Context: an optimization exercise on an open-source flow, tuned for small area, a short achievable clock period and few clock cycles per item. The choices shown serve that exercise and are no tape-out recipe. Where RTL was checked, it was by simulation tests only, not by an equivalence proof against the original. Function not checked in runs 1 to 4: the RTL went through the layout flow alone. Power and IR drop assume default switching activity.

==> flow/design.v <==
package scb_pkg;
    localparam logic [6:0] CODE_LSHIFT = 7'h2A;
    localparam logic [6:0] CODE_RSHIFT = 7'h36;
    localparam logic [6:0] CODE_ALT    = 7'h38;
    localparam logic [2:0] REQ_SCAN  = 3'd0;
    localparam logic [2:0] REQ_READ  = 3'd1;
    localparam logic [2:0] REQ_ALT   = 3'd2;
    localparam logic [2:0] REQ_CLEAR = 3'd3;
    localparam logic [2:0] REQ_QUERY = 3'd4;
    function automatic logic [6:0] char_lookup(input logic [6:0] key, input logic shift);
        case ({shift, key})
            8'h01: char_lookup = 7'h1B;
            8'h02: char_lookup = 7'h31;
            8'h03: char_lookup = 7'h32;
            8'h04: char_lookup = 7'h33;
            8'h05: char_lookup = 7'h34;
            8'h06: char_lookup = 7'h35;
            8'h07: char_lookup = 7'h36;
            8'h08: char_lookup = 7'h37;
            8'h09: char_lookup = 7'h38;
            8'h0A: char_lookup = 7'h39;
            8'h0B: char_lookup = 7'h30;
            8'h0C: char_lookup = 7'h2D;
            8'h0D: char_lookup = 7'h3D;
            8'h0E: char_lookup = 7'h08;
            8'h0F: char_lookup = 7'h09;
            8'h10: char_lookup = 7'h71;
            8'h11: char_lookup = 7'h77;
            8'h12: char_lookup = 7'h65;
            8'h13: char_lookup = 7'h72;
            8'h14: char_lookup = 7'h74;
            8'h15: char_lookup = 7'h79;
            8'h16: char_lookup = 7'h75;
            8'h17: char_lookup = 7'h69;
            8'h18: char_lookup = 7'h6F;
            8'h19: char_lookup = 7'h70;
            8'h1A: char_lookup = 7'h5B;
            8'h1B: char_lookup = 7'h5D;
            8'h1C: char_lookup = 7'h0A;
            8'h1E: char_lookup = 7'h61;
            8'h1F: char_lookup = 7'h73;
            8'h20: char_lookup = 7'h64;
            8'h21: char_lookup = 7'h66;
            8'h22: char_lookup = 7'h67;
            8'h23: char_lookup = 7'h68;
            8'h24: char_lookup = 7'h6A;
            8'h25: char_lookup = 7'h6B;
            8'h26: char_lookup = 7'h6C;
            8'h27: char_lookup = 7'h3B;
            8'h28: char_lookup = 7'h27;
            8'h29: char_lookup = 7'h60;
            8'h2B: char_lookup = 7'h5C;
            8'h2C: char_lookup = 7'h7A;
            8'h2D: char_lookup = 7'h78;
            8'h2E: char_lookup = 7'h63;
            8'h2F: char_lookup = 7'h76;
            8'h30: char_lookup = 7'h62;
            8'h31: char_lookup = 7'h6E;
            8'h32: char_lookup = 7'h6D;
            8'h33: char_lookup = 7'h2C;
            8'h34: char_lookup = 7'h2E;
            8'h35: char_lookup = 7'h2F;
            8'h37: char_lookup = 7'h2A;
            8'h39: char_lookup = 7'h20;
            8'h48: char_lookup = 7'h26;
            8'h4A: char_lookup = 7'h2D;
            8'h4B: char_lookup = 7'h25;
            8'h4D: char_lookup = 7'h27;
            8'h4E: char_lookup = 7'h2B;
            8'h50: char_lookup = 7'h28;
            8'h81: char_lookup = 7'h1B;
            8'h82: char_lookup = 7'h21;
            8'h83: char_lookup = 7'h40;
            8'h84: char_lookup = 7'h23;
            8'h85: char_lookup = 7'h24;
            8'h86: char_lookup = 7'h25;
            8'h87: char_lookup = 7'h5E;
            8'h88: char_lookup = 7'h26;
            8'h89: char_lookup = 7'h2A;
            8'h8A: char_lookup = 7'h28;
            8'h8B: char_lookup = 7'h29;
            8'h8C: char_lookup = 7'h5F;
            8'h8D: char_lookup = 7'h2B;
            8'h8E: char_lookup = 7'h08;
            8'h8F: char_lookup = 7'h09;
            8'h90: char_lookup = 7'h51;
            8'h91: char_lookup = 7'h57;
            8'h92: char_lookup = 7'h45;
            8'h93: char_lookup = 7'h52;
            8'h94: char_lookup = 7'h54;
            8'h95: char_lookup = 7'h59;
            8'h96: char_lookup = 7'h55;
            8'h97: char_lookup = 7'h49;
            8'h98: char_lookup = 7'h4F;
            8'h99: char_lookup = 7'h50;
            8'h9A: char_lookup = 7'h7B;
            8'h9B: char_lookup = 7'h7D;
            8'h9C: char_lookup = 7'h0A;
            8'h9E: char_lookup = 7'h41;
            8'h9F: char_lookup = 7'h53;
            8'hA0: char_lookup = 7'h44;
            8'hA1: char_lookup = 7'h46;
            8'hA2: char_lookup = 7'h47;
            8'hA3: char_lookup = 7'h48;
            8'hA4: char_lookup = 7'h4A;
            8'hA5: char_lookup = 7'h4B;
            8'hA6: char_lookup = 7'h4C;
            8'hA7: char_lookup = 7'h3A;
            8'hA8: char_lookup = 7'h22;
            8'hA9: char_lookup = 7'h7E;
            8'hAB: char_lookup = 7'h7C;
            8'hAC: char_lookup = 7'h5A;
            8'hAD: char_lookup = 7'h58;
            8'hAE: char_lookup = 7'h43;
            8'hAF: char_lookup = 7'h56;
            8'hB0: char_lookup = 7'h42;
            8'hB1: char_lookup = 7'h4E;
            8'hB2: char_lookup = 7'h4D;
            8'hB3: char_lookup = 7'h3C;
            8'hB4: char_lookup = 7'h3E;
            8'hB5: char_lookup = 7'h3F;
            8'hB7: char_lookup = 7'h2A;
            8'hB9: char_lookup = 7'h20;
            8'hCA: char_lookup = 7'h2D;
            8'hCE: char_lookup = 7'h2B;
            default: char_lookup = 7'h00;
        endcase
    endfunction
endpackage
import scb_pkg::*;
module scancode_to_char_buffer (
    input  logic        aclk,
    input  logic        aresetn,
    input  logic        s_tvalid,
    output logic        s_tready,
    input  logic [15:0] s_tdata,
    input  logic [2:0]  s_tuser,
    output logic        m_tvalid,
    input  logic        m_tready,
    output logic [15:0] m_tdata
);
    logic         shift_reg, alt_reg;
    logic [127:0] keymap;
    logic [7:0]   wptr, rptr;
    logic [5:0]   gnext;             
    logic [6:0]   ring [0:255];
    logic [6:0]   grp_cur [0:3];
    logic [6:0]   grp_nxt [0:3];
    logic        out_valid, skid_valid;
    logic [10:0] out_data, skid_data;
    logic fire;
    assign s_tready = !skid_valid;
    assign fire     = s_tvalid && !skid_valid;
    logic [6:0] key;
    logic       brk, is_shift, is_alt;
    logic       k_scan, k_read, k_alt, k_clear, k_query;
    assign key      = s_tdata[6:0];
    assign brk      = s_tdata[7];
    assign is_shift = (key == CODE_LSHIFT) || (key == CODE_RSHIFT);
    assign is_alt   = (key == CODE_ALT);
    assign k_scan   = (s_tuser == REQ_SCAN);
    assign k_read   = (s_tuser == REQ_READ);
    assign k_alt    = (s_tuser == REQ_ALT);
    assign k_clear  = (s_tuser == REQ_CLEAR);
    assign k_query  = (s_tuser == REQ_QUERY);
    logic       empty, full;
    logic [7:0] wptr_inc, rptr_inc;
    logic       wr, rd, adv, gcross, clr;
    logic [6:0] wchar;
    assign empty    = (rptr == wptr);
    assign wptr_inc = wptr + 8'd1;
    assign rptr_inc = rptr + 8'd1;
    assign full     = (wptr_inc == rptr);
    assign wr       = fire && k_scan && !brk && !is_shift && !is_alt;
    assign rd       = fire && k_read && !empty;
    assign adv      = rd || (wr && full);
    assign gcross   = adv && (rptr[1:0] == 2'd3);
    assign clr      = fire && k_clear;
    assign wchar    = scb_pkg::char_lookup(key, shift_reg);
    logic [10:0] res;
    always_comb begin
        res = '0;
        if (k_read && !empty) begin
            res[6:0] = grp_cur[rptr[1:0]];
            res[7]   = 1'b1;
        end
        res[8]  = k_alt && alt_reg;
        res[9]  = k_query && keymap[s_tdata[14:8]];
        res[10] = k_scan && !brk && is_alt;
    end
    always_ff @(posedge aclk) begin
        if (wr) ring[wptr] <= wchar;
        for (int s = 0; s < 4; s++) begin
            if (wr && wptr == {gnext, 2'(s)}) grp_nxt[s] <= wchar;
            else grp_nxt[s] <= ring[{gnext, 2'(s)}];
            if (gcross) grp_cur[s] <= grp_nxt[s];
            else if (wr && wptr == {rptr[7:2], 2'(s)}) grp_cur[s] <= wchar;
        end
        if (skid_valid) begin
            if (m_tready) out_data <= skid_data;
        end else if (!out_valid || m_tready) begin
            out_data <= res;
        end
        if (!skid_valid) skid_data <= res;
    end
    always_ff @(posedge aclk) begin
        if (!aresetn) begin
            shift_reg  <= 1'b0;
            alt_reg    <= 1'b0;
            keymap     <= '0;
            wptr       <= '0;
            rptr       <= '0;
            gnext      <= 6'd1;
            out_valid  <= 1'b0;
            skid_valid <= 1'b0;
        end else begin
            if (fire && k_scan) begin
                keymap[key] <= !brk;
                if (is_shift) shift_reg <= !brk;
                if (is_alt && !brk) alt_reg <= 1'b1;
            end
            if (fire && k_alt) alt_reg <= 1'b0;
            if (clr) begin
                wptr  <= '0;
                rptr  <= '0;
                gnext <= 6'd1;
            end else begin
                if (wr) wptr <= wptr_inc;
                if (adv) rptr <= rptr_inc;
                if (gcross) gnext <= gnext + 6'd1;
            end
            if (skid_valid) begin
                if (m_tready) skid_valid <= 1'b0;
            end else if (!out_valid || m_tready) begin
                out_valid <= fire;
            end else if (fire) begin
                skid_valid <= 1'b1;
            end
        end
    end
    assign m_tvalid = out_valid;
    assign m_tdata  = {4'b0, out_data[10:7], 1'b0, out_data[6:0]};
endmodule
==> flow/run.sh <==
#!/bin/bash
# synth_recipe.tcl (not shown) runs the flow's synth.tcl, then flattens the netlist and writes it again
# the make line also repeats each setting of config.mk as NAME=value (left out here)
make -C /OpenROAD-flow-scripts/flow DESIGN_CONFIG=/design/flow/config.mk WORK_HOME=/design/flow/orfs CLKGATE_MAP_FILE= SYNTH_SCRIPT=/design/flow/synth_recipe.tcl finish
==> flow/config.mk <==
export PLATFORM = sky130hd
export DESIGN_NAME = scancode_to_char_buffer
export DESIGN_NICKNAME = scancode_to_char_buffer
export VERILOG_FILES = /design/flow/design.v
export SDC_FILE = /design/flow/constraint.sdc
export NUM_CORES = 4
export LEC_CHECK = 0
export CAP_MARGIN = 20
export CORE_MARGIN = 2
export CORE_UTILIZATION = 40
export SETUP_SLACK_MARGIN = 1.8
export SLEW_MARGIN = 20
export TNS_END_PERCENT = 10
==> flow/constraint.sdc <==
create_clock -name core_clock -period 4.5 [get_ports {aclk}]
set_input_delay 0.9000 -clock core_clock [delete_from_list [all_inputs] [get_ports {aclk}]]
set_output_delay 0.9000 -clock core_clock [all_outputs]
set_load 0.01 [all_outputs]
==> results.ini, run 1 <==
[status]
outcome = finished clean

[power]
powerDensity_nw_per_um2 = 387
finalPower_w = 0.0375
max-vdd-ir-drop_v = 0.000375
power.leakage_nw = 30.6

[yosys]
synth_top_cells_by_area = edfxtp_1, mux4_2, dfxtp_1
netlist_instances = 4188
yosysWarnings = 3
synth_area_um2 = 80300
ys_types = 76
ys_seq_elements = 2002
yosysTopAreaCellShare_pct = 68.9
synth-async-reset-ratio_pct = 0
ys_seq_area_share_pct = 72.9
synth_ff_type = edfxtp_1
synth.avg_cell_area_um2 = 19.2
synth_edf_count = 1842
yosysTopAreaCell = edfxtp_1

[placement]
gp_congestion = 0.852
place_hpwl_um = 116000
dp.cells = 7062
port_buffers = 34

[cts]
clock_latency_ns = 0.85
cts_num_sinks = 2002
cts_buffers = 201
clock-root-buffer = clkbuf_16
htree_levels = 4
cts_tree = yes
cts_buffer_depth = 3
path_clk_slew_ns = 0.06

[cells_and_area]
top_regs = ring x1792, keymap x128, grp_cur x28
multi_input_area_um2 = 21500
final_common_cell = edfxtp_1
drive_gt1_share_pct = 34.0
nets = 4812
largest_reg_flops = 1792
regMostFlops = ring
mostFrequentLayoutCells = edfxtp_1, mux4_2, buf_4, nor2_1, clkbuf_16
area_growth_pct = 20.7
fillerInstances = 16100
ff_latch_area_um2 = 58600
stdcell_count = 7579

[global_routing]
grt_use_total_pct = 19.8
gr-usage-met3_pct = 2.97
grt.met2_usage_pct = 31.9
met1_usage_pct = 28.1
antenna_found_initial = 4
overflow = 0
grt_pass1_wl_um = 298000
top_usage_layer = met2
grt_pass1_vias = 42900
grt_max_degree = 142

[floorplanning]
rows = 164
die_area_um2 = 204000
core-area_um2 = 200000
die_w_um = 452
num_io_pins = 41
start_util_pct = 40.2
fp.dieH_um = 452

[detailed_routing]
initialDrtViolationCount = 4655
antenna_left = 0
first_pass_iters = 8
wl_um = 206000
vias_per_cell = 5.68
wire_per_inst_um = 27.2
drcViolationCount = 0
via_count = 43000

[worst_setup_path]
end_kind = flip-flop
crit_path_end = grp_cur[1][0]$_DFFE_PP_
r2r-end = grp_cur[1][0]$_DFFE_PP_
ff2ff_setup_slack_ns = 1.51
crit_type = flip-flop to flip-flop
critical_path_arrival_ns = 3.59
crit_path_start_kind = flip-flop
crit_fanout = 7
cp.required_ns = 5.10
r2r_cells = 11

[run]
maxCapViolCount = 0

[hold_path]
hp-class = flip-flop to flip-flop
hp-start = gnext[5]$_SDFFE_PP0P_

[timing]
rsz0062_at_grt = yes
fmax_ghz = 0.334
final_hold_viol_count = 0
worst_pin_slew_ns = 1.18
hold_slack_ns = 0.363
setup-violations-final = 0
drv_slew = 0
period_share_pct = 66.5
fin_crit_ns = 2.99
relSlewSlack_pct = 21.0
worst_clock_skew_ns = 0.0454

-- power breakdown --
part / internal (W) / switching [W]
combinational: 0.000287 / 0.000847
sequential: 0.0205 / 0.0000119
clock: 0.00890 / 0.00697
total: 0.0297 / 0.00783
-- cells in the mapped netlist (8+ instances only) --
| cell type | number |
|---|---|
| buf_1 | 50 |
| xnor2_1 | 16 |
| mux4_2 | 593 |
| clkbuf_1 | 198 |
| buf_2 | 26 |
| nand2_1 | 168 |
| nor3_1 | 14 |
| xor2_1 | 10 |
| a21oi_1 | 84 |
| nor2b_1 | 17 |
| mux2_2 | 33 |
| o22ai_1 | 15 |
| nor2_1 | 489 |
| a211oi_1 | 24 |
| nand3_1 | 34 |
| dfxtp_1 | 160 |
| o21bai_1 | 16 |
| inv_1 | 17 |
| edfxtp_1 | 1842 |
| o21ai_0 | 43 |
| a311oi_1 | 18 |
| ha_1 | 24 |
| o211ai_1 | 8 |
| or3_1 | 16 |
| a22oi_1 | 96 |
| o31ai_1 | 14 |
| mux2i_1 | 36 |
-- worst max-delay path, cell delays in order, from the launching register on --
cell and delay (ns):
dfxtp_4 0.37, buf_12 0.11, buf_12 0.12, buf_16 0.14, buf_12 0.11, buf_16 0.13
mux4_2 0.51, mux4_2 0.57, mux2i_4 0.26, nor2_1 0.09, a21oi_2 0.24, o21bai_1 0.08
-- stage by stage --
stage / util (%) / TNS (ns) / setup WS, ns / instance area, um^2
after CTS: 48.1 / 0 / 1.52 / 96100
final: 48.5 / 0 / 1.51 / 96900
after floorplan: - / -1745.59 / -1.94 / 80500
after detailed placement: 43.6 / 0 / 0.141 / 87100
after global routing: 48.5 / 0 / 1.46 / 96900
after global placement: 43.6 / 0 / 0.189 / 87100
-- area by class of cell --
| cell class | instances | share of cell area [%] |
|---|---|---|
| Multi-Input combinational cell | 1892 | 22.2 |
| Timing Repair Buffer | 648 | 7.45 |
| Clock inverter | 102 | 0.913 |
| Sequential cell | 2002 | 60.4 |
| Inverter | 20 | 0.103 |
| Clock buffer | 257 | 5.45 |
| Tap cell | 2656 | 3.43 |
| Antenna cell | 2 | 0.00516 |
-- how the worst min path moves through the flow --
stage / end / slack, ns / cells past startpoint
finish: flip-flop / 0.36 / 0
global route: flip-flop / 0.38 / 0
CTS: flip-flop / 0.36 / 0
floorplan: flip-flop / 0.34 / 0
global placement: flip-flop / 0.34 / 0
detailed placement: flip-flop / 0.34 / 0
-- kinds of logic (layout without fill, tap and decap cells) --
group	Yosys count	in the layout	share of synthesized area [%]
multiplexers	662	662	17.5
AND/OR/NAND/NOR	797	797	4.19
buffers and inverters	300	1027	1.47
adder cells (fa/ha/maj)	24	24	0.374
other	1	7	0.00467
AO/OA/AOI/OAI	376	378	3.23
XOR/XNOR	26	26	0.284
flip-flops	2002	2002	72.9
-- timing repair --
item / 4_1_cts / 5_1_grt
endpoints found under the setup margin: 3793 / 3572
pin swaps: 23 / 9
resized for setup: 255 / 61
buffers inserted: 79 / 21
cloned: 38 / 17
hold buffers: 0 / 0
-- layer usage --
layer,up-vias,wire length [um],part of all wire [%]
met5,-,13,0.0063
met4,2,5170,2.5
met3,293,14000,6.8
met2,1649,99900,48
met1,22800,87000,42
li1,18300,-,-
==> run 2: changes to the inputs <==
--- a/flow/config.mk
+++ b/flow/config.mk
@@ -10,4 +10,2 @@
 export CORE_UTILIZATION = 40
-export SETUP_SLACK_MARGIN = 1.8
 export SLEW_MARGIN = 20
-export TNS_END_PERCENT = 10
==> run 2 against run 1 <==
Still clean on timing, DRC and antenna. Worst hold slack got worse by 0.0059 ns. Routed wire length fell by 6.9%. Via count fell by 3.6%. Clock-buffer cell count did not move. Synthesized cell count did not move. Design area fell by 3.8%. First-iteration DRC count fell by 13%. Register-to-register slack got worse by 0.69 ns. Cell count fell by 2.1%. Die area did not move. Critical path type unchanged. Critical endpoint is now grp_cur[0][3]$_DFFE_PP_.
==> results.ini, run 2 <==
[status]
outcome = finished clean

[timing]
setup_tns_ns = 0  ; unchanged
period_share_pct = 81.8  ; +15 points
hold_slack_ns = 0.357  ; -0.00587 ns
fin_crit_ns = 3.68  ; +0.688 ns
rsz0062_at_grt = no
setup-violations-final = 0  ; unchanged
finalWorstSetupSlack_ns = 0.819  ; -0.688 ns
worst_pin_slew_ns = 1.14  ; -0.0444 ns
final_hold_viol_count = 0  ; unchanged
worst_clock_skew_ns = 0.0454  ; +0.0000190 ns
drv_slew = 0  ; unchanged
relSlewSlack_pct = 23.9  ; +3.0 points
fmax_ghz = 0.272  ; -19%

[yosys]
synth_edf_count = 1842  ; unchanged
netlist_instances = 4188  ; unchanged
synth_most_common_cell = edfxtp_1
synth_common_cells = edfxtp_1, mux4_2, nor2_1
yosysTopAreaCell = edfxtp_1
ys_seq_area_share_pct = 72.9  ; unchanged
yosysTopAreaCellShare_pct = 68.9  ; unchanged
synth_ff_type = edfxtp_1
synth.avg_cell_area_um2 = 19.2  ; unchanged
ys_seq_elements = 2002  ; unchanged
synth-async-reset-ratio_pct = 0  ; unchanged
synth_area_um2 = 80300  ; unchanged
ys_types = 76  ; unchanged
yosysWarnings = 3  ; unchanged
synth_top_cells_by_area = edfxtp_1, mux4_2, dfxtp_1

[floorplanning]
fp.dieH_um = 452  ; unchanged
rows = 164  ; unchanged
start_util_pct = 40.2  ; unchanged
num_io_pins = 41  ; unchanged
die_w_um = 452  ; unchanged
core-area_um2 = 200000  ; unchanged
die_area_um2 = 204000  ; unchanged

[placement]
place_hpwl_um = 116000  ; unchanged
port_buffers = 34  ; unchanged
gp_congestion = 0.852  ; unchanged
place_area_um2 = 87100  ; unchanged
pre_cts_slack_ns = 0.141  ; unchanged

[cts]
post_cts_resized = 0  ; -100%
cts_num_sinks = 2002  ; unchanged
post_cts_buffers = 0  ; -100%
ctsHoldBuffers = 0  ; unchanged
path_clk_slew_ns = 0.06  ; about the same
cts_tree = yes
htree_levels = 4  ; unchanged
cts_buffer_depth = 3  ; unchanged
clock-root-buffer = clkbuf_16
cts_buffers = 201  ; unchanged
clock_latency_ns = 0.84  ; about the same

[detailed_routing]
drcViolationCount = 0  ; unchanged
antenna_left = 0  ; unchanged
first_pass_iters = 6  ; -2
wire_per_inst_um = 25.8  ; -5.0%
vias_per_cell = 5.59  ; -1.6%
wl_um = 192000  ; -6.9%
initialDrtViolationCount = 4070  ; -13%
via_count = 41500  ; -3.6%

[cells_and_area]
final_common_cell = edfxtp_1
top_regs = ring x1792, keymap x128, grp_cur x28
largest_reg_flops = 1792  ; unchanged
fin_util_pct = 46.7  ; -1.8 points
mostFrequentLayoutCells = edfxtp_1, mux4_2, nor2_1, buf_4, clkbuf_16
fillerInstances = 16500  ; +2.6%
drive_gt1_share_pct = 29.2  ; -4.8 points
area_growth_pct = 16.2
nets = 4656  ; -3.2%
final_area_um2 = 93300  ; -3.8%
regMostFlops = ring

[run]
maxCapViolCount = 0  ; unchanged

[global_routing]
grt_pass1_wl_um = 285000  ; -4.4%
antenna_found_initial = 3  ; -1
grt_use_total_pct = 18.8  ; -1.0 points
grt_max_degree = 177  ; +25%
grt_pass1_vias = 41900  ; -2.3%
overflow = 0  ; unchanged

[worst_setup_path]
r2r-end = grp_cur[0][3]$_DFFE_PP_
crit_path_end = grp_cur[0][3]$_DFFE_PP_
r2r_cells = 8  ; -3
crit_fanout = 28  ; +21
crit_path_start_kind = flip-flop
path_buf_inv = 0  ; -5
path_cells = ha_1 > nand3_1 > xor2_1 > nand3_1 > or4_4 > o32a_4 > o21ai_0 > o21ai_0
crit_path_top_delay_cell = or4_4
r2r_start = wptr[1]$_SDFFE_PP0P_
crit_type = flip-flop to flip-flop
slowest_delay_ns = 0.56  ; about the same
ff2ff_setup_slack_ns = 0.82  ; -0.69 ns
cp.required_ns = 5.07  ; -0.03 ns
end_kind = flip-flop
cp-startpoint = wptr[1]$_SDFFE_PP0P_
path_delay_family = simple AND/OR/NAND/NOR gates
critical_path_arrival_ns = 4.25  ; +0.66 ns
path_depth = 8  ; -3

[power]
powerDensity_nw_per_um2 = 400  ; +3.4%
power.leakage_nw = 28.9  ; -5.6%
max-vdd-ir-drop_v = 0.000370  ; -1.5%

[hold_path]
hp-class = flip-flop to flip-flop

[run 2: power breakdown]
| part | internal [W] | total (W) | switching [W] |
|---|---|---|---|
| registers | 0.0205 | 0.0205 | 0.0000117 |
| clock network | 0.00890 | 0.0158 | 0.00693 |
| logic | 0.000214 | 0.000987 | 0.000773 |
| total | 0.0296 | 0.0373 | 0.00772 |
[run 2: layer usage]
layer	global-route usage (%)	part of all wire (%)	vias up
met5	0	0.0068	-
met4	5.01	2.3	2
met3	3.00	6.0	260
met2	30.1	48	1379
met1	26.8	43	21900
li1	-	-	17900
[run 2: cell type report]
type                       instances  area (um^2)  area share, %
clock inverter                   102          885          0.948
inverter                          20         92.6         0.0993
multi-input combinational       1890        20800           22.3
clock buffer                     257         5280           5.66
timing repair buffer             494         4390           4.71
sequential                      2002        58500           62.8
tap                             2656         3320           3.56
antenna                            1         2.50        0.00268
[run 2: worst min path at each step]
stage | slack [ns] | depth (start not counted) | endpoint | start
after global placement | 0.34 | 0 | flip-flop | gnext[5]$_SDFFE_PP0P_
final | 0.36 | 0 | flip-flop | gnext[5]$_SDFFE_PP0P_
after CTS | 0.36 | 0 | flip-flop | gnext[5]$_SDFFE_PP0P_
after detailed placement | 0.34 | 0 | flip-flop | gnext[5]$_SDFFE_PP0P_
after global routing | 0.37 | 0 | flip-flop | gnext[5]$_SDFFE_PP0P_
after floorplan | 0.34 | 0 | flip-flop | gnext[5]$_SDFFE_PP0P_
[run 2: cell families (layout without fill, tap and decap cells)]
kind of cell | after synthesis | after routing | share of synthesized area [%]
XOR/XNOR | 26 | 26 | 0.284
multiplexers | 662 | 662 | 17.5
flip-flops | 2002 | 2002 | 72.9
AND/OR/NAND/NOR | 797 | 797 | 4.19
adder cells (fa/ha/maj) | 24 | 24 | 0.374
AO/OA/AOI/OAI | 376 | 376 | 3.23
buffers and inverters | 300 | 873 | 1.47
other | 1 | 6 | 0.00467
[run 2: metrics by stage]
| step | total power [W] | std cells |
|---|---|---|
| final | 0.0373 | 7422 |
| after global routing | 0.0385 | 7422 |
| after CTS | 0.0377 | 7421 |
| after detailed placement | 0.0219 | 7062 |
| after global placement | 0.0219 | 7060 |
| after floorplan | 0.0215 | 4192 |
==> run 3: changes to the inputs <==
--- a/flow/design.v
+++ b/flow/design.v
@@ -145,9 +145,10 @@
     logic [5:0]   gnext;             
-    logic [6:0]   ring [0:255];
+    logic [7:0]   gnext_lo, gnext_hi;  
+    logic [255:0][6:0] ring;
     logic [6:0]   grp_cur [0:3];
     logic [6:0]   grp_nxt [0:3];
-    logic        out_valid, skid_valid;
+    logic        out_valid, skid_valid, s_rdy;
     logic [10:0] out_data, skid_data;
     logic fire;
-    assign s_tready = !skid_valid;
+    assign s_tready = s_rdy;         
     assign fire     = s_tvalid && !skid_valid;
@@ -190,9 +191,20 @@
     end
+    logic [63:0][27:0] groups;
+    logic [3:0][6:0]   nxt_rd;
+    assign groups = ring;
+    always_comb begin
+        nxt_rd = '0;
+        for (int j = 0; j < 64; j++) begin
+            nxt_rd = nxt_rd | (groups[j] & {28{gnext_hi[j / 8] && gnext_lo[j % 8]}});
+        end
+    end
     always_ff @(posedge aclk) begin
-        if (wr) ring[wptr] <= wchar;
+        for (int i = 0; i < 256; i++) begin
+            if (wptr == 8'(i)) ring[i] <= wchar;
+        end
         for (int s = 0; s < 4; s++) begin
-            if (wr && wptr == {gnext, 2'(s)}) grp_nxt[s] <= wchar;
-            else grp_nxt[s] <= ring[{gnext, 2'(s)}];
+            if (wptr == {gnext, 2'(s)}) grp_nxt[s] <= wchar;
+            else grp_nxt[s] <= nxt_rd[s];
             if (gcross) grp_cur[s] <= grp_nxt[s];
-            else if (wr && wptr == {rptr[7:2], 2'(s)}) grp_cur[s] <= wchar;
+            else if (wptr == {rptr[7:2], 2'(s)}) grp_cur[s] <= wchar;
         end
@@ -213,4 +225,7 @@
             gnext      <= 6'd1;
+            gnext_lo   <= 8'd2;
+            gnext_hi   <= 8'd1;
             out_valid  <= 1'b0;
             skid_valid <= 1'b0;
+            s_rdy      <= 1'b1;
         end else begin
@@ -225,3 +240,5 @@
                 rptr  <= '0;
-                gnext <= 6'd1;
+                gnext    <= 6'd1;
+                gnext_lo <= 8'd2;
+                gnext_hi <= 8'd1;
             end else begin
@@ -229,6 +246,13 @@
                 if (adv) rptr <= rptr_inc;
-                if (gcross) gnext <= gnext + 6'd1;
+                if (gcross) begin
+                    gnext    <= gnext + 6'd1;
+                    gnext_lo <= {gnext_lo[6:0], gnext_lo[7]};
+                    if (gnext_lo[7]) gnext_hi <= {gnext_hi[6:0], gnext_hi[7]};
+                end
             end
             if (skid_valid) begin
-                if (m_tready) skid_valid <= 1'b0;
+                if (m_tready) begin
+                    skid_valid <= 1'b0;
+                    s_rdy      <= 1'b1;
+                end
             end else if (!out_valid || m_tready) begin
@@ -237,2 +261,3 @@
                 skid_valid <= 1'b1;
+                s_rdy      <= 1'b0;
             end
==> flow/flow/run.sh (new file) <==
#!/bin/bash
# The standard layout, with the port buffers made as sky130_fd_sc_hd__buf_4
# instead of the default delay cell, which the footprint-matched resizer
# cannot swap for a faster buffer afterwards; the resizer may also change
# a cell for one of another footprint. Make's full output goes to
# flow_make.log; each ORFS step keeps its own log under orfs/logs/.
set -euo pipefail
export BUFFER_PORTS_ARGS="-buffer_cell sky130_fd_sc_hd__buf_4"
bash standard.sh "BUFFER_PORTS_ARGS=$BUFFER_PORTS_ARGS" MATCH_CELL_FOOTPRINT=0 finish > flow_make.log 2>&1
==> flow/standard.sh (new file) <==
#!/bin/bash
# synth_recipe.tcl (not shown) runs the flow's synth.tcl, then flattens the netlist and writes it again
# the make line also repeats each setting of config.mk as NAME=value (left out here)
make -C /OpenROAD-flow-scripts/flow DESIGN_CONFIG=/design/flow/config.mk WORK_HOME=/design/flow/orfs CLKGATE_MAP_FILE= SYNTH_SCRIPT=/design/flow/synth_recipe.tcl "${@:-finish}"
--- a/flow/config.mk
+++ b/flow/config.mk
@@ -10,2 +10,4 @@
 export CORE_UTILIZATION = 40
+export SETUP_SLACK_MARGIN = 2.2
 export SLEW_MARGIN = 20
+export TNS_END_PERCENT = 10
removed: flow/run.sh
==> run 3 against run 2 <==
Setup slack better by 0.76 ns. Core utilization up 2.5 points. Via count grew 34%. Still clean. Global-route usage rose by 13 points. Cell count is 12% higher. First-iteration DRC count grew to 2.6 times the previous value. Die area down 2.8%. Synthesized cell count is 18% higher. Clock power is 6% higher. Design area is 2.6% higher. Sequential cell count up 39.
==> results.ini, run 3 <==
[timing]
drv_slew = 0  ; unchanged
worst_clock_skew_ns = 0.0612  ; +0.0158 ns
hold_slack_ns = 0.197  ; -0.160 ns
fin_crit_ns = 2.92  ; -0.764 ns
period_share_pct = 64.8  ; -17 points
fmax_ghz = 0.343  ; +26%
worst_pin_slew_ns = 1.10  ; -0.0335 ns
rsz0062_at_grt = yes
final_hold_viol_count = 0  ; unchanged
relSlewSlack_pct = 26.1  ; +2.2 points
setup-violations-final = 0  ; unchanged

[detailed_routing]
vias_per_cell = 6.69  ; +20%
first_pass_iters = 9  ; +3
via_count = 55500  ; +34%
initialDrtViolationCount = 10700  ; +160%
antenna_left = 0  ; unchanged
wl_um = 320000  ; +67%
drcViolationCount = 0  ; unchanged
wire_per_inst_um = 38.6  ; +49%

[global_routing]
overflow = 0  ; unchanged
grt_max_degree = 143  ; -19%
grt_use_total_pct = 31.4  ; +13 points
grt_pass1_vias = 50800  ; +21%
grt_pass1_wl_um = 427000  ; +50%
antenna_found_initial = 22  ; +19

[power]
max-vdd-ir-drop_v = 0.000430  ; +16%
p_seq_share_pct = 53.5  ; -1.4 points
power.leakage_nw = 31.7  ; +9.8%
p_clk_share_pct = 43.0  ; +0.6 points
switchingPower_w = 0.00833  ; +7.9%
pwr-share-comb_pct = 3.5  ; +0.9 points
netSwitchingFraction_pct = 21.3  ; +0.67 points
powerDensity_nw_per_um2 = 408  ; +1.9%
internal_power_w = 0.0307  ; +3.6%

[cells_and_area]
multi_input_area_um2 = 19300  ; -7.2%
area_growth_pct = 22.7
regMostFlops = ring
ff_latch_area_um2 = 59400  ; +1.4%
mostFrequentLayoutCells = edfxtp_1, buf_4, a22oi_1, nor2_1, a22o_1
fillerInstances = 16000  ; -3.2%
final_common_cell = edfxtp_1
stdcell_count = 8299  ; +12%
largest_reg_flops = 1792  ; unchanged
nets = 5619  ; +21%
top_regs = ring x1792, keymap x128
drive_gt1_share_pct = 25.3  ; -3.9 points

[cts]
ctsHoldBuffers = 0  ; unchanged
cts_buffers = 198  ; -1.5%
cts_buffer_depth = 3  ; unchanged
path_clk_slew_ns = 0.06  ; about the same
htree_levels = 4  ; unchanged
cts_num_sinks = 2041  ; +1.9%
clock_latency_ns = 0.89  ; +0.05 ns
cts_tree = yes
clock-root-buffer = clkbuf_16

[worst_setup_path]
critical_path_arrival_ns = 3.46  ; -0.79 ns
slowest_delay_ns = 0.53  ; -0.03 ns
crit_type = flip-flop to flip-flop
crit_fanout = 12  ; -57%
crit_path_top_delay_cell = dfxtp_2
ff2ff_setup_slack_ns = 1.58  ; +0.76 ns
end_kind = flip-flop
path_delay_family = simple AND/OR/NAND/NOR gates
r2r_start = wptr[5]$_SDFFE_PP0P_
path_depth = 5  ; -3
path_buf_inv = 2  ; +2
crit_path_start_kind = flip-flop
r2r-end = ring[699]$_DFFE_PN_
cpMostUsedCell = buf_4
cp.required_ns = 5.05  ; -0.02 ns
path_cells = nor2b_1 > nand2_1 > buf_4 > nor2_2 > buf_4
r2r_cells = 5  ; -3

[yosys]
synth_top_cells_by_area = edfxtp_1, dfxtp_1, a221oi_1
synthSimpleGateAreaFrac_pct = 6.43  ; +2.2 points
synth_fa_ha_area_share_pct = 0.385  ; +0.011 points
ys_types = 74  ; -2.6%
yosysTopAreaCell = edfxtp_1
synth_xor_area_share_pct = 0.411  ; +0.13 points
synth_ff_type = edfxtp_1
ys_seq_area_share_pct = 76.0  ; +3.1 points
synth_area_um2 = 78000  ; -2.8%
synth_most_common_cell = edfxtp_1
ys_seq_elements = 2041  ; +1.9%
netlist_instances = 4953  ; +18%
synth_edf_count = 1842  ; unchanged
synth_mux_area_share_pct = 1.19  ; -16 points
synth-compound-area-share_pct = 13.7  ; +10 points
synth-async-reset-ratio_pct = 0  ; unchanged
synth_common_cells = edfxtp_1, nor2_1, a22oi_1
yosysWarnings = 3  ; unchanged
synth_top_family_by_area = compound AO/OA/AOI/OAI gates
yosysTopAreaCellShare_pct = 70.9  ; +2.0 points
synth.avg_cell_area_um2 = 15.7  ; -18%

[placement]
place_hpwl_um = 193000  ; +66%
gp_congestion = 0.937  ; +9.9%
port_buffers = 34  ; unchanged
dp.cells = 7626  ; +8.0%

[floorplanning]
rows = 162  ; -1.2%
core-area_um2 = 194000  ; -2.6%
start_util_pct = 40.1  ; -0.085 points
num_io_pins = 41  ; unchanged
die_w_um = 446  ; -1.4%
die_area_um2 = 199000  ; -2.8%
fp.dieH_um = 446  ; -1.4%

[status]
outcome = finished clean

[hold_path]
hold_depth = 2  ; +2
holdPathEnd = skid_valid$_SDFF_PN0_
hp-class = input pin to flip-flop
hp-start = m_tready

[run]
maxCapViolCount = 0  ; unchanged

## run 3: cells by family (layout without fill, tap and decap cells)
group	after synthesis	after routing
AO/OA/AOI/OAI	1382	1384
XOR/XNOR	35	35
adder cells (fa/ha/maj)	24	24
buffers and inverters	374	1153
flip-flops	2041	2041
multiplexers	61	61
other	1	18
AND/OR/NAND/NOR	1035	1041
## run 3: final cells by class
cell class | instances | share of cell area, %
tap | 2542 | 3.32
clock buffer | 255 | 5.52
antenna | 13 | 0.0340
clock inverter | 117 | 1.26
timing repair buffer | 753 | 7.56
inverter | 28 | 0.149
sequential | 2041 | 62.0
multi-input combinational | 2550 | 20.1
## run 3: metal layers
metal	routed length, um	GRT usage (%)	vias to the layer above
li1	-	-	21300
met1	110000	40.7	27900
met2	135000	45.3	5059
met3	51600	11.6	1166
met4	23000	17.9	32
met5	324	0	-
## run 3: per-stage QoR
stage / TNS [ns] / worst slack, ns / utilization, % / cell area (um^2) / power [W]
after floorplan: -1905.08 / -1.90 / - / 78200 / 0.0219
after global placement: 0 / 0.421 / 43.2 / 84000 / 0.0223
after detailed placement: 0 / 0.380 / 43.2 / 84000 / 0.0223
after CTS: 0 / 1.73 / 48.8 / 94900 / 0.0389
after global routing: 0 / 1.64 / 49.2 / 95700 / 0.0398
final: 0 / 1.58 / 49.2 / 95700 / 0.0390
## run 3: worst reg2reg max path, delay by kind of cell, from the launching register on
| family | cells | cell delay [ns] |
|---|---|---|
| and+or+nand+nor | 3 | 1.42 |
| DFF | 1 | 0.53 |
| buffers and inverters | 2 | 0.67 |
## run 3: worst max-delay path by stage
stage | startpoint | endpoint | slack [ns]
final | wptr[5]$_SDFFE_PP0P_ | ring[699]$_DFFE_PN_ | 1.58
after global routing | skid_valid$_SDFF_PN0_ | gnext_hi[6]$_SDFFE_PP0P_ | 1.64
after CTS | skid_valid$_SDFF_PN0_ | gnext_lo[4]$_SDFFE_PP0P_ | 1.73
after detailed placement | s_tuser[2] | grp_cur[3][4]$_DFFE_PP_ | 0.38
after global placement | s_tuser[2] | grp_cur[3][6]$_DFFE_PP_ | 0.42
after floorplan | s_tdata[2] | ring[1002]$_DFFE_PN_ | -1.90
## run 3: repair_timing
action	CTS	global route
pin swaps	75	32
setup buffers	225	24
gates resized for setup	407	121
endpoints found under the setup margin	3629	2865
gates cloned	33	6
## run 3: power groups by stage
stage	Clock, W	Combinational [W]	Sequential (W)
floorplan	0	0.000509	0.0214
global placement	0	0.000974	0.0213
detailed placement	0	0.00100	0.0213
CTS	0.0168	0.00126	0.0209
global route	0.0175	0.00141	0.0209
finish	0.0168	0.00135	0.0209
==> run 4: changes to the inputs <==
==> flow/flow/run.sh (replaced) <==
#!/bin/bash
# The standard layout, with the port buffers made as sky130_fd_sc_hd__buf_4
# instead of the default delay cell, which the footprint-matched resizer
# cannot swap for a faster buffer afterwards. Make's full output goes to
# flow_make.log; each ORFS step keeps its own log under orfs/logs/.
set -euo pipefail
export BUFFER_PORTS_ARGS="-buffer_cell sky130_fd_sc_hd__buf_4"
bash standard.sh "BUFFER_PORTS_ARGS=$BUFFER_PORTS_ARGS" finish > flow_make.log 2>&1
==> run 4 against run 3 <==
Die area is the same. Sequential power is essentially flat. Non-clock buffer count is 103 higher. Design area grew 2.8%. First-iteration DRC count is 5.3% higher. Clock power about the same. Area after synthesis stayed put.
==> results.ini, run 4 <==
[status]
outcome = finished clean

[cts]
cts_buffer_depth = 3  ; unchanged
cts_tree = yes
path_clk_slew_ns = 0.06  ; about the same
ctsHoldBuffers = 0  ; unchanged
clock-root-buffer = clkbuf_16
htree_levels = 4  ; unchanged
cts_num_sinks = 2041  ; unchanged
cts_buffers = 198  ; unchanged
clock_latency_ns = 0.89  ; about the same

[floorplanning]
rows = 162  ; unchanged
core-area_um2 = 194000  ; unchanged
die_area_um2 = 199000  ; unchanged
num_io_pins = 41  ; unchanged
die_w_um = 446  ; unchanged
start_util_pct = 40.1  ; unchanged
fp.dieH_um = 446  ; unchanged

[worst_setup_path]
ff2ff_setup_slack_ns = 1.67  ; +0.08 ns
cp.required_ns = 5.22  ; +0.17 ns
crit_path_start_kind = flip-flop
crit_path_top_delay_cell = nor4_4
end_kind = flip-flop
r2r-end = grp_nxt[1][5]$_DFF_P_
crit_type = flip-flop to flip-flop
path_cells = buf_6 > and2_4 > buf_4 > a221oi_1 > nand4_1 > nor4_4 > a21oi_1
cp-startpoint = gnext_lo[7]$_SDFFE_PP0P_
crit_fanout = 14  ; +2
r2r_start = gnext_lo[7]$_SDFFE_PP0P_
crit_path_end = grp_nxt[1][5]$_DFF_P_
slowest_delay_ns = 0.68  ; +0.15 ns
r2r_cells = 7  ; +2
critical_path_arrival_ns = 3.56  ; +0.10 ns

[global_routing]
grt_use_total_pct = 31.8  ; +0.41 points
overflow = 0  ; unchanged
grt_max_degree = 145  ; +1.4%
grt_pass1_wl_um = 432000  ; +1.3%
grt_pass1_vias = 51500  ; +1.4%
antenna_found_initial = 24  ; +9.1%

[timing]
drv_slew = 0  ; unchanged
setup-violations-final = 0  ; unchanged
period_share_pct = 63.0  ; -1.8 points
worst_clock_skew_ns = 0.0507  ; -0.0105 ns
fmax_ghz = 0.353  ; +2.9%
worst_pin_slew_ns = 1.15  ; +0.0443 ns
relSlewSlack_pct = 23.1  ; -3.0 points
fin_crit_ns = 2.83  ; -0.0831 ns
rsz0062_at_grt = yes
final_hold_viol_count = 0  ; unchanged

[cells_and_area]
nets = 5728  ; +1.9%
regMostFlops = ring
mostFrequentLayoutCells = edfxtp_1, buf_4, a22oi_1, nor2_1, a22o_1
area_growth_pct = 26.1
fin_util_pct = 50.6  ; +1.4 points
multi_input_area_um2 = 20200  ; +4.6%
top_regs = ring x1792, keymap x128
drive_gt1_share_pct = 27.6  ; +2.3 points
largest_reg_flops = 1792  ; unchanged
final_common_cell = edfxtp_1
ff_latch_area_um2 = 59400  ; about the same
fillerInstances = 15500  ; -2.9%

[detailed_routing]
initialDrtViolationCount = 11300  ; +5.3%
via_count = 56800  ; +2.3%
first_pass_iters = 9  ; unchanged
vias_per_cell = 6.76  ; +1.1%
wl_um = 331000  ; +3.4%
drcViolationCount = 0  ; unchanged
wire_per_inst_um = 39.4  ; +2.1%
antenna_left = 0  ; unchanged

[placement]
port_buffers = 34  ; unchanged
gp_congestion = 0.936  ; -0.15%
place_hpwl_um = 189000  ; -2.0%

[power]
finalPower_w = 0.0391  ; +0.30%
power.leakage_nw = 32.6  ; +2.9%
powerDensity_nw_per_um2 = 398  ; -2.4%
max-vdd-ir-drop_v = 0.000428  ; -0.55%

[yosys]
synth_most_common_cell = edfxtp_1
synth.avg_cell_area_um2 = 15.7  ; unchanged
synth_common_cells = edfxtp_1, nor2_1, a22oi_1
ys_seq_area_share_pct = 76.0  ; unchanged
synth-async-reset-ratio_pct = 0  ; unchanged
synth_ff_type = edfxtp_1
synth_top_cells_by_area = edfxtp_1, dfxtp_1, a221oi_1
yosysTopAreaCellShare_pct = 70.9  ; unchanged
netlist_instances = 4953  ; unchanged
yosysWarnings = 3  ; unchanged
synth_area_um2 = 78000  ; unchanged
synth_edf_count = 1842  ; unchanged
ys_seq_elements = 2041  ; unchanged
ys_types = 74  ; unchanged
yosysTopAreaCell = edfxtp_1

[run]
maxCapViolCount = 0  ; unchanged

[hold_path]
hp-class = input pin to flip-flop

==> run 4: timing repair <==
| item | in CTS | in global routing |
|---|---|---|
| endpoints found under the hold margin | 0 | 0 |
| resized for setup | 556 | 216 |
| setup endpoints to repair | 3708 | 2857 |
| buffers inserted | 278 | 68 |
| pin swaps | 121 | 43 |
| cloned | 39 | 25 |
==> run 4: power by group <==
| part | switching (W) | internal (W) | total [W] |
|---|---|---|---|
| sequential | 0.00000907 | 0.0209 | 0.0209 |
| combinational | 0.00109 | 0.000628 | 0.00172 |
| clock | 0.00741 | 0.00914 | 0.0165 |
| total | 0.00851 | 0.0306 | 0.0391 |
==> run 4: area by class of cell <==
type | count | area share, %
Multi-Input combinational cell | 2556 | 20.5
Timing Repair Buffer | 856 | 9.32
Clock buffer | 263 | 5.41
Clock inverter | 100 | 1.01
Inverter | 28 | 0.144
Tap cell | 2542 | 3.23
Sequential cell | 2041 | 60.4
Antenna cell | 12 | 0.0305
==> run 4: logic make-up (layout without fill, tap and decap cells) <==
kind of cell | count (synthesis) | in the layout | share of synthesized area (%)
flip-flops | 2041 | 2041 | 76.0
AO/OA/AOI/OAI | 1382 | 1385 | 13.7
AND/OR/NAND/NOR | 1035 | 1046 | 6.43
buffers and inverters | 374 | 1247 | 1.85
multiplexers | 61 | 61 | 1.19
XOR/XNOR | 35 | 35 | 0.411
adder cells (fa/ha/maj) | 24 | 24 | 0.385
other | 1 | 17 | 0.00481
==> run 4: how the worst min path moves through the flow <==
stage | from | end | slack [ns] | cells after the start
3_5_place_dp | keymap[87]$_SDFFE_PN0P_ | keymap[87]$_SDFFE_PN0P_ | 0.47 | 2
2_1_floorplan | keymap[109]$_SDFFE_PN0P_ | keymap[109]$_SDFFE_PN0P_ | 0.45 | 2
6_report | m_tready | skid_valid$_SDFF_PN0_ | 0.22 | 2
4_1_cts | m_tready | skid_valid$_SDFF_PN0_ | 0.19 | 2
5_1_grt | m_tready | skid_valid$_SDFF_PN0_ | 0.20 | 2
3_3_place_gp | keymap[114]$_SDFFE_PN0P_ | keymap[114]$_SDFFE_PN0P_ | 0.47 | 2
==> run 4: worst max-delay path: cells and delay by family, from the launching register on <==
kind | cells | cell delay [ns]
flops | 1 | 0.40
simple gates | 3 | 1.20
buf+inv | 2 | 0.39
compound gates | 2 | 0.64
==> run 4: metrics by stage <==
| stage | cell area (um^2) | setup slack (ns) | cells | TNS (ns) | hold slack, ns |
|---|---|---|---|---|---|
| 5_1_grt | 98300 | 1.66 | 8389 | 0 | 0.205 |
| 2_1_floorplan | 78200 | -1.92 | 4957 | -1937.23 | 0.452 |
| 6_report | 98400 | 1.67 | 8398 | 0 | 0.215 |
| 3_3_place_gp | 84000 | 0.366 | 7613 | 0 | 0.466 |
| 3_5_place_dp | 84000 | 0.304 | 7613 | 0 | 0.474 |
| 4_1_cts | 96300 | 1.76 | 8293 | 0 | 0.186 |
==> run 4: per-layer routing <==
metal	track usage [%]	up-vias	share of wire (%)
li1	-	21600	-
met1	40.7	28500	34
met2	46.0	5332	42
met3	10.8	1350	16
met4	20.9	34	8.6
met5	0.220	-	0.10
==> run 5: changes to the inputs <==
--- a/flow/design.v
+++ b/flow/design.v
@@ -145,2 +145,3 @@
     logic [5:0]   gnext;             
+    logic [15:0]  wptr_lo, wptr_hi;  
     logic [7:0]   gnext_lo, gnext_hi;  
@@ -149,7 +150,9 @@
     logic [6:0]   grp_nxt [0:3];
-    logic        out_valid, skid_valid, s_rdy;
-    logic [10:0] out_data, skid_data;
+    logic        out_valid, skid_valid, s1_valid, s_rdy;
+    logic [10:0] out_data, skid_data, s1_res;
+    logic [7:0]  s1_kp;
+    logic [2:0]  s1_khi;
     logic fire;
-    assign s_tready = s_rdy;         
-    assign fire     = s_tvalid && !skid_valid;
+    assign s_tready = s_rdy;
+    assign fire     = s_tvalid && s_rdy;
     logic [6:0] key;
@@ -170,6 +173,4 @@
     logic [6:0] wchar;
-    assign empty    = (rptr == wptr);
     assign wptr_inc = wptr + 8'd1;
     assign rptr_inc = rptr + 8'd1;
-    assign full     = (wptr_inc == rptr);
     assign wr       = fire && k_scan && !brk && !is_shift && !is_alt;
@@ -180,2 +181,8 @@
     assign wchar    = scb_pkg::char_lookup(key, shift_reg);
+    logic [7:0] kp;
+    always_comb begin
+        for (int h = 0; h < 8; h++) begin
+            kp[h] = k_query && keymap[{3'(h), s_tdata[11:8]}];
+        end
+    end
     logic [10:0] res;
@@ -188,5 +195,18 @@
         res[8]  = k_alt && alt_reg;
-        res[9]  = k_query && keymap[s_tdata[14:8]];
         res[10] = k_scan && !brk && is_alt;
     end
+    logic [10:0] fin;
+    always_comb begin
+        fin    = s1_res;
+        fin[9] = s1_kp[s1_khi];
+    end
+    logic pop, out_free, s1_to_out, s1_to_skid;
+    logic out_valid_n, skid_valid_n, s1_valid_n;
+    assign pop        = out_valid && m_tready;
+    assign out_free   = !out_valid || pop;
+    assign s1_to_out  = s1_valid && out_free && !skid_valid;
+    assign s1_to_skid = s1_valid && (out_free ? skid_valid : !skid_valid);
+    assign out_valid_n  = out_free ? (skid_valid || s1_valid) : 1'b1;
+    assign skid_valid_n = out_free ? (skid_valid && s1_valid) : (skid_valid || s1_valid);
+    assign s1_valid_n   = fire || (s1_valid && !s1_to_out && !s1_to_skid);
     logic [63:0][27:0] groups;
@@ -202,3 +222,3 @@
         for (int i = 0; i < 256; i++) begin
-            if (wptr == 8'(i)) ring[i] <= wchar;
+            if (wptr_hi[i / 16] && wptr_lo[i % 16]) ring[i] <= wchar;
         end
@@ -210,8 +230,9 @@
         end
-        if (skid_valid) begin
-            if (m_tready) out_data <= skid_data;
-        end else if (!out_valid || m_tready) begin
-            out_data <= res;
-        end
-        if (!skid_valid) skid_data <= res;
+        if (out_free) out_data <= skid_valid ? skid_data : fin;
+        if (s1_to_skid) skid_data <= fin;
+        if (s_rdy) begin
+            s1_res <= res;
+            s1_kp  <= kp;
+            s1_khi <= s_tdata[14:12];
+        end
     end
@@ -223,3 +244,7 @@
             wptr       <= '0;
+            wptr_lo    <= 16'd1;
+            wptr_hi    <= 16'd1;
             rptr       <= '0;
+            empty      <= 1'b1;
+            full       <= 1'b0;
             gnext      <= 6'd1;
@@ -229,2 +254,3 @@
             skid_valid <= 1'b0;
+            s1_valid   <= 1'b0;
             s_rdy      <= 1'b1;
@@ -238,4 +264,16 @@
             if (clr) begin
-                wptr  <= '0;
-                rptr  <= '0;
+                empty <= 1'b1;
+                full  <= 1'b0;
+            end else if (wr) begin
+                empty <= 1'b0;
+                if (!full) full <= (wptr_inc + 8'd1 == rptr);
+            end else if (rd) begin
+                empty <= (rptr_inc == wptr);
+                full  <= 1'b0;
+            end
+            if (clr) begin
+                wptr     <= '0;
+                wptr_lo  <= 16'd1;
+                wptr_hi  <= 16'd1;
+                rptr     <= '0;
                 gnext    <= 6'd1;
@@ -244,3 +282,7 @@
             end else begin
-                if (wr) wptr <= wptr_inc;
+                if (wr) begin
+                    wptr    <= wptr_inc;
+                    wptr_lo <= {wptr_lo[14:0], wptr_lo[15]};
+                    if (wptr_lo[15]) wptr_hi <= {wptr_hi[14:0], wptr_hi[15]};
+                end
                 if (adv) rptr <= rptr_inc;
@@ -252,13 +294,6 @@
             end
-            if (skid_valid) begin
-                if (m_tready) begin
-                    skid_valid <= 1'b0;
-                    s_rdy      <= 1'b1;
-                end
-            end else if (!out_valid || m_tready) begin
-                out_valid <= fire;
-            end else if (fire) begin
-                skid_valid <= 1'b1;
-                s_rdy      <= 1'b0;
-            end
+            out_valid  <= out_valid_n;
+            skid_valid <= skid_valid_n;
+            s1_valid   <= s1_valid_n;
+            s_rdy      <= !(out_valid_n && skid_valid_n && s1_valid_n);
         end
==> flow/flow/run.sh (replaced) <==
#!/bin/bash
# The standard layout, with the port buffers made as sky130_fd_sc_hd__buf_4
# instead of the default delay cell, which the footprint-matched resizer
# cannot swap for a faster buffer afterwards; the resizer may also change
# a cell for one of another footprint. Make's full output goes to
# flow_make.log; each ORFS step keeps its own log under orfs/logs/.
set -euo pipefail
export BUFFER_PORTS_ARGS="-buffer_cell sky130_fd_sc_hd__buf_4"
bash standard.sh "BUFFER_PORTS_ARGS=$BUFFER_PORTS_ARGS" MATCH_CELL_FOOTPRINT=0 finish > flow_make.log 2>&1
--- a/flow/config.mk
+++ b/flow/config.mk
@@ -10,2 +10,4 @@
 export CORE_UTILIZATION = 40
+export CTS_CLUSTER_DIAMETER = 120
+export CTS_CLUSTER_SIZE = 24
 export SETUP_SLACK_MARGIN = 2.2
==> run 5 against run 4 <==
Clock skew down 0.0083 ns. Via count decreased by 1.4%. Fmax down 2.7%. Cell count barely moved. First-iteration DRC count fell by 8.3%. Design area fell by 3.8%.
==> results.ini, run 5 <==
[floorplanning]
die_area_um2 = 208000  ; +4.8%
num_io_pins = 41  ; unchanged
die_w_um = 456  ; +2.4%
start_util_pct = 40.3  ; +0.20 points
core-area_um2 = 203000  ; +4.3%
fp.dieH_um = 456  ; +2.4%
rows = 165  ; +1.9%

[cts]
cts_num_sinks = 2097  ; +2.7%
path_clk_slew_ns = 0.11  ; +0.05 ns
cts_buffers = 98  ; -51%
cts_buffer_depth = 3  ; unchanged
clock-root-buffer = clkbuf_16
clock_latency_ns = 0.80  ; -0.09 ns
htree_levels = 3  ; -1
cts_tree = yes

[worst_setup_path]
ff2ff_setup_slack_ns = 1.59  ; -0.08 ns
r2r_cells = 8  ; +1
r2r-end = grp_nxt[1][4]$_DFF_P_
crit_path_start_kind = flip-flop
end_kind = flip-flop
r2r_start = gnext_lo[2]$_SDFFE_PP0P_
critical_path_arrival_ns = 3.61  ; +0.05 ns
cp.required_ns = 5.20  ; -0.02 ns
crit_type = flip-flop to flip-flop
crit_fanout = 25  ; +11

[yosys]
ys_seq_area_share_pct = 74.2  ; -1.9 points
synth_edf_count = 1863  ; +1.1%
synth_most_common_cell = edfxtp_1
yosysTopAreaCell = edfxtp_1
synth_area_um2 = 81700  ; +4.8%
synth_common_cells = edfxtp_1, a22oi_1, a21oi_1
synth_top_cells_by_area = edfxtp_1, dfxtp_1, a22oi_1
synth-async-reset-ratio_pct = 0  ; unchanged
synth.avg_cell_area_um2 = 15.1  ; -4.4%
ys_seq_elements = 2097  ; +2.7%
yosysTopAreaCellShare_pct = 68.4  ; -2.5 points
netlist_instances = 5429  ; +9.6%
ys_types = 85  ; +15%
synth_ff_type = edfxtp_1
yosysWarnings = 3  ; unchanged

[global_routing]
grt_max_degree = 94  ; -35%
antenna_found_initial = 17  ; -29%
overflow = 0  ; unchanged
grt_pass1_vias = 51500  ; -0.041%
grt_pass1_wl_um = 415000  ; -4.1%
grt_use_total_pct = 27.9  ; -3.9 points

[timing]
hold_slack_ns = 0.313  ; +0.0981 ns
drv_slew = 0  ; unchanged
period_share_pct = 64.7  ; +1.7 points
worst_pin_slew_ns = 1.30  ; +0.154 ns
final_hold_viol_count = 0  ; unchanged
setup_tns_ns = 0  ; unchanged
fmax_ghz = 0.343  ; -2.7%
worst_clock_skew_ns = 0.0424  ; -0.00827 ns
finalWorstSetupSlack_ns = 1.59  ; -0.0784 ns
relSlewSlack_pct = 13.0  ; -10 points
rsz0062_at_grt = yes
setup-violations-final = 0  ; unchanged
fin_crit_ns = 2.91  ; +0.0784 ns

[detailed_routing]
first_pass_iters = 9  ; unchanged
initialDrtViolationCount = 10300  ; -8.3%
via_count = 56000  ; -1.4%
antenna_left = 0  ; unchanged
drcViolationCount = 0  ; unchanged
wire_per_inst_um = 36.5  ; -7.5%
wl_um = 306000  ; -7.5%
vias_per_cell = 6.67  ; -1.4%

[power]
p_clk_share_pct = 31.4  ; -11 points
switchingPower_w = 0.00724  ; -15%
internal_power_w = 0.0262  ; -15%
p_seq_share_pct = 63.9  ; +11 points
power.leakage_nw = 30.1  ; -7.7%
netSwitchingFraction_pct = 21.7  ; -0.091 points
pwr-share-comb_pct = 4.7  ; +0.3 points
powerDensity_nw_per_um2 = 353  ; -11%
max-vdd-ir-drop_v = 0.000315  ; -26%

[placement]
place_area_um2 = 86400  ; +2.9%
place_hpwl_um = 177000  ; -6.3%
port_buffers = 34  ; unchanged
pre_cts_slack_ns = 0.418  ; +0.114 ns
gp_congestion = 0.934  ; -0.17%

[hold_path]
holdPathEnd = s1_khi[1]$_DFFE_PP_
hp-class = input pin to flip-flop
hp-start = s_tdata[13]
hold_depth = 1  ; -1

[run]
maxCapViolCount = 0  ; unchanged

[cells_and_area]
largest_reg_flops = 1792  ; unchanged
area_growth_pct = 15.7
final_area_um2 = 94600  ; -3.8%
mostFrequentLayoutCells = edfxtp_1, a22oi_1, a21oi_1, buf_4, and2_1
final_common_cell = edfxtp_1
top_regs = ring x1792, keymap x128
regMostFlops = ring
drive_gt1_share_pct = 16.6  ; -11 points
fillerInstances = 17400  ; +12%
nets = 5707  ; -0.37%

[status]
outcome = finished clean

-- run 5: changes by cell type in the layout (fill, tap and decap cells not counted), sizes merged, moves of 174 or more --
cell / change
buf: -346
and2: +174
a22oi: +286
a221oi: -278
a21oi: +258
a22o: -257
-- run 5: worst max-delay path, stage by stage (launching register included) --
cell and delay, ns:
dfxtp_4 0.44, buf_4 0.20, buf_12 0.18, a222oi_1 0.70, o22ai_1 0.21, nor2_2 0.19
nand4_1 0.25, nand3b_1 0.31, mux2_2 0.32
-- run 5: how the worst max path moves through the flow --
stage	from	endpoint	slack (ns)	cells after the start
finish	gnext_lo[2]$_SDFFE_PP0P_	grp_nxt[1][4]$_DFF_P_	1.59	8
global route	s_tdata[6]	keymap[74]$_SDFFE_PN0P_	1.68	7
CTS	gnext_lo[2]$_SDFFE_PP0P_	grp_nxt[2][5]$_DFF_P_	1.71	7
detailed placement	s_tdata[2]	ring[177]$_DFFE_PP_	0.42	10
global placement	s_tdata[2]	ring[1409]$_DFFE_PP_	0.43	10
floorplan	s_tdata[1]	ring[1002]$_DFFE_PP_	-2.07	8
-- run 5: cell type report --
cell class,count,area (um^2),area share [%]
inverters,38,256,0.271
repair inverters,1,8.76,0.00926
clock inverters,8,110,0.116
well taps,2672,3340,3.53
repair buffers,531,6740,7.13
multi-input cells,2891,20700,21.9
diodes,1,2.50,0.00265
clock buffers,157,2770,2.93
flip-flops and latches,2097,60700,64.2
-- run 5: through the flow --
step / util, % / power [W] / instances
5_1_grt: 46.7 / 0.0340 / 8396
6_report: 46.7 / 0.0334 / 8396
4_1_cts: 45.6 / 0.0331 / 8292
3_5_place_dp: 42.6 / 0.0229 / 7962
2_1_floorplan: - / 0.0224 / 5433
3_3_place_gp: 42.6 / 0.0228 / 7962
-- run 5: what timing repair did --
action	in CTS	in global routing
setup buffers	120	78
gates resized for setup	222	199
setup endpoints to repair	2064	1996
gates cloned	45	25
hold buffers	0	0
pin swaps	49	50
-- run 5: kinds of logic after synthesis --
| kind of cell | count (synthesis) | share of synthesized area, % |
|---|---|---|
| DFF | 2097 | 74.2 |
| AOI/OAI and AO/OA | 1526 | 13.2 |
| and+or+nand+nor | 1163 | 7.43 |
| buffers and inverters | 449 | 2.14 |
| muxes | 111 | 2.09 |
| xor gates and xnor gates | 55 | 0.589 |
| adders and majority gates | 27 | 0.410 |
| other | 1 | 0.00459 |
-- run 5: per-layer routing --
metal  up-vias  part of all wire (%)  global-route usage (%)
met5         -                 0.011                       0
met4         6                   5.8                    12.8
met3       763                    14                    6.24
met2      4497                    44                    42.0
met1     28500                    37                    38.6
li1      22200                     -                       -
-- run 5: power by group through the flow --
stage                     combinational, W  sequential, W  clock (W)
after floorplan                   0.000506         0.0219          0
after global placement             0.00104         0.0218          0
after detailed placement           0.00107         0.0218          0
after CTS                          0.00133         0.0213     0.0105
after global routing               0.00161         0.0214     0.0110
final                              0.00157         0.0213     0.0105
Testbench counts of run 5, summed over its fixed seeds: cycles 16,016, items 16,000.
==> run 6: changes to the inputs <==
--- a/flow/design.v
+++ b/flow/design.v
@@ -145,3 +145,6 @@
     logic [5:0]   gnext;             
-    logic [15:0]  wptr_lo, wptr_hi;  
+    logic [6:0]   wchar_q;
+    logic [7:0]   wd;
+    logic [15:0]  wd_lo, wd_hi;
+    logic         pend_head;         
     logic [7:0]   gnext_lo, gnext_hi;  
@@ -191,3 +194,3 @@
         if (k_read && !empty) begin
-            res[6:0] = grp_cur[rptr[1:0]];
+            res[6:0] = pend_head ? wchar_q : grp_cur[rptr[1:0]];
             res[7]   = 1'b1;
@@ -222,9 +225,19 @@
         for (int i = 0; i < 256; i++) begin
-            if (wptr_hi[i / 16] && wptr_lo[i % 16]) ring[i] <= wchar;
+            if (wd_hi[i / 16] && wd_lo[i % 16]) ring[i] <= wchar_q;
         end
         for (int s = 0; s < 4; s++) begin
-            if (wptr == {gnext, 2'(s)}) grp_nxt[s] <= wchar;
+            if (wd == {gnext, 2'(s)}) grp_nxt[s] <= wchar_q;
             else grp_nxt[s] <= nxt_rd[s];
-            if (gcross) grp_cur[s] <= grp_nxt[s];
-            else if (wptr == {rptr[7:2], 2'(s)}) grp_cur[s] <= wchar;
+            if (gcross) begin
+                if (wd == {gnext, 2'(s)}) grp_cur[s] <= wchar_q;
+                else grp_cur[s] <= grp_nxt[s];
+            end else if (wd == {rptr[7:2], 2'(s)}) begin
+                grp_cur[s] <= wchar_q;
+            end
+        end
+        wchar_q <= wchar;
+        wd      <= wptr;
+        for (int i = 0; i < 16; i++) begin
+            wd_lo[i] <= (wptr[3:0] == 4'(i));
+            wd_hi[i] <= (wptr[7:4] == 4'(i));
         end
@@ -244,4 +257,3 @@
             wptr       <= '0;
-            wptr_lo    <= 16'd1;
-            wptr_hi    <= 16'd1;
+            pend_head  <= 1'b0;
             rptr       <= '0;
@@ -263,2 +275,3 @@
             if (fire && k_alt) alt_reg <= 1'b0;
+            pend_head <= wr && empty;
             if (clr) begin
@@ -275,4 +288,2 @@
                 wptr     <= '0;
-                wptr_lo  <= 16'd1;
-                wptr_hi  <= 16'd1;
                 rptr     <= '0;
@@ -282,7 +293,3 @@
             end else begin
-                if (wr) begin
-                    wptr    <= wptr_inc;
-                    wptr_lo <= {wptr_lo[14:0], wptr_lo[15]};
-                    if (wptr_lo[15]) wptr_hi <= {wptr_hi[14:0], wptr_hi[15]};
-                end
+                if (wr) wptr <= wptr_inc;
                 if (adv) rptr <= rptr_inc;
==> run 6 against run 5 <==
Still clean on timing, DRC and antenna. Synthesized cell count shrank 1.2%. Sequential power is essentially flat. Clock-buffer cell count up 4. Design area decreased by 2.5%. Fmax increased by 7.6%. Core utilization shrank 1.5 points. Clock skew increased by 0.022 ns. Register-to-register slack improved by 0.21 ns. Clock power hardly changed. Combinational power is 42% lower. First-iteration DRC count decreased by 4.1%. Global-route usage decreased by 1.3 points. Critical path type unchanged. Critical endpoint is now grp_nxt[2][5]$_DFF_P_.
==> results.ini, run 6 <==
[cells_and_area]
drive_gt1_share_pct = 15.0  ; -1.6 points
fillerInstances = 17900  ; +3.1%
largest_reg_flops = 1792  ; unchanged
nets = 5447  ; -4.6%
mostFrequentLayoutCells = edfxtp_1, a22oi_1, and2_1, buf_4, a21oi_1
regMostFlops = ring
top_regs = ring x1792, keymap x128

[run]
maxCapViolCount = 0  ; unchanged

[placement]
place_hpwl_um = 171000  ; -3.4%
port_buffers = 34  ; unchanged
gp_congestion = 0.908  ; -2.8%

[power]
max-vdd-ir-drop_v = 0.000329  ; +4.6%
powerDensity_nw_per_um2 = 359  ; +1.5%
power.leakage_nw = 28.9  ; -4.2%

[detailed_routing]
antenna_left = 0  ; unchanged
drcViolationCount = 0  ; unchanged
wl_um = 294000  ; -4.0%

[global_routing]
antenna_found_initial = 19  ; +2
grt_use_total_pct = 26.6  ; -1.3 points
grt_pass1_wl_um = 399000  ; -3.7%

[yosys]
synth_area_um2 = 82100  ; +0.45%
synth_ff_type = edfxtp_1
yosysWarnings = 3  ; unchanged
yosysTopAreaCell = edfxtp_1
netlist_instances = 5365  ; -1.2%
synth-async-reset-ratio_pct = 0  ; unchanged
synth.avg_cell_area_um2 = 15.3  ; +1.6%
ys_types = 85  ; unchanged
synth_edf_count = 1863  ; unchanged

[cts]
cts_tree = yes
cts_num_sinks = 2113  ; +0.76%
clock_latency_ns = 0.80  ; about the same
cts_buffers = 99  ; +1.0%
path_clk_slew_ns = 0.10  ; about the same

[timing]
drv_slew = 0  ; unchanged
worst_pin_slew_ns = 1.24  ; -0.0594 ns
rsz0062_at_grt = yes

[floorplanning]
die_area_um2 = 209000  ; +0.45%
core-area_um2 = 204000  ; +0.81%
num_io_pins = 41  ; unchanged
start_util_pct = 40.2  ; -0.14 points

[status]
outcome = finished clean

[worst_setup_path]
crit_path_start_kind = flip-flop
path_delay_family = compound AO/OA/AOI/OAI gates
end_kind = flip-flop
path_buf_inv = 2  ; unchanged
crit_path_top_delay_cell = nor3_1
critical_path_arrival_ns = 3.28  ; -0.33 ns
path_cells = buf_8 > buf_4 > a222oi_1 > nor2_1 > nor3_1 > a41oi_4

run 6: cell types whose count changed after synthesis, sizes merged, moves of 14 or more:
cell	previous run	this run
clkbuf	272	293
a22o	37	114
a32oi	32	59
a21oi	316	238
nor3	42	56
o22ai	103	83
dfxtp	234	250
a32o	5	71
a222oi	95	121
a311oi	32	9
a22oi	599	496
mux2i	31	7
nand3	202	131
nor2	223	237
run 6: where the power goes:
group / internal [W] / switching [W] / total (W)
Sequential: 0.0215 / 0.000150 / 0.0216
Combinational: 0.000209 / 0.000699 / 0.000908
Clock: 0.00427 / 0.00627 / 0.0105
run 6: logic make-up after synthesis:
family	Yosys count	share of synthesized area (%)
compound gates	1485	13.5
flops	2113	74.2
mux	91	1.81
other cells	1	0.00457
xor+xnor	64	0.683
fa+ha+maj	26	0.393
buf+inv	466	2.22
simple gates	1119	7.19
run 6: through the flow:
stage	hold WS (ns)	std cells	power (W)	cell area [um^2]	setup slack [ns]
detailed placement	0.438	7841	0.0229	85900	0.407
finish	0.303	8170	0.0331	92300	1.79
global placement	0.434	7841	0.0229	85900	0.477
floorplan	0.329	5369	0.0225	82300	1.49
CTS	0.260	8083	0.0330	90500	1.89
global route	0.264	8157	0.0338	92200	1.88
run 6: worst paths after layout:
kind                                 start                    end  slack (ns)  cells past startpoint
setup / recovery  gnext_lo[3]$_SDFFE_PP0P_  grp_nxt[2][5]$_DFF_P_        1.79                      6
hold / removal                 s_tdata[14]    s1_khi[2]$_DFFE_PP_        0.30                      1
setup reg to reg  gnext_lo[3]$_SDFFE_PP0P_  grp_nxt[2][5]$_DFF_P_        1.79                      6
hold reg to reg       wptr[0]$_SDFFE_PP0P_          wd[0]$_DFF_P_        0.44                      0
run 6: worst register-to-register path: cells and delay by family, from the launching register on:
family          cells  cell delay, ns
compound gates      2            0.83
buf+inv             2            0.46
simple gates        2            0.74
flops               1            0.44
run 6: per-layer routing:
layer | wire length, um | global-route usage [%] | vias to the layer above
li1 | - | - | 21600
met1 | 111000 | 37.3 | 27800
met2 | 130000 | 40.2 | 4189
met3 | 37900 | 5.92 | 650
met4 | 14600 | 10.9 | 8
met5 | 64 | 0 | -
run 6: final cells by class:
type / count / area, um^2 / share of cell area (%)
flip-flops and latches: 2113 / 61000 / 66.2
diodes: 16 / 40.0 / 0.0434
clock inverters: 7 / 113 / 0.122
clock buffers: 161 / 2750 / 2.98
inverters: 32 / 200 / 0.217
repair buffers: 361 / 4050 / 4.39
multi-input cells: 2792 / 20700 / 22.4
well taps: 2688 / 3360 / 3.65
run 6: what timing repair did:
action                                  4_1_cts  5_1_grt
endpoints found under the setup margin      247      249
pin swaps                                    39       72
cloned                                        3       16
setup buffers                                71       55
gates resized for setup                     184      169
hold endpoints to repair                      0        0
Testbench counts of run 6, summed over its fixed seeds: cycles 16,016, items 16,000.

Check on run 6: ideal ports give 1.793 ns setup slack; a clkbuf_16 on the clock port and buf_2 on the inputs give 1.793 ns; moving port delays by the midpoint clock arrival (0.865 ns) as well gives 1.093 ns.
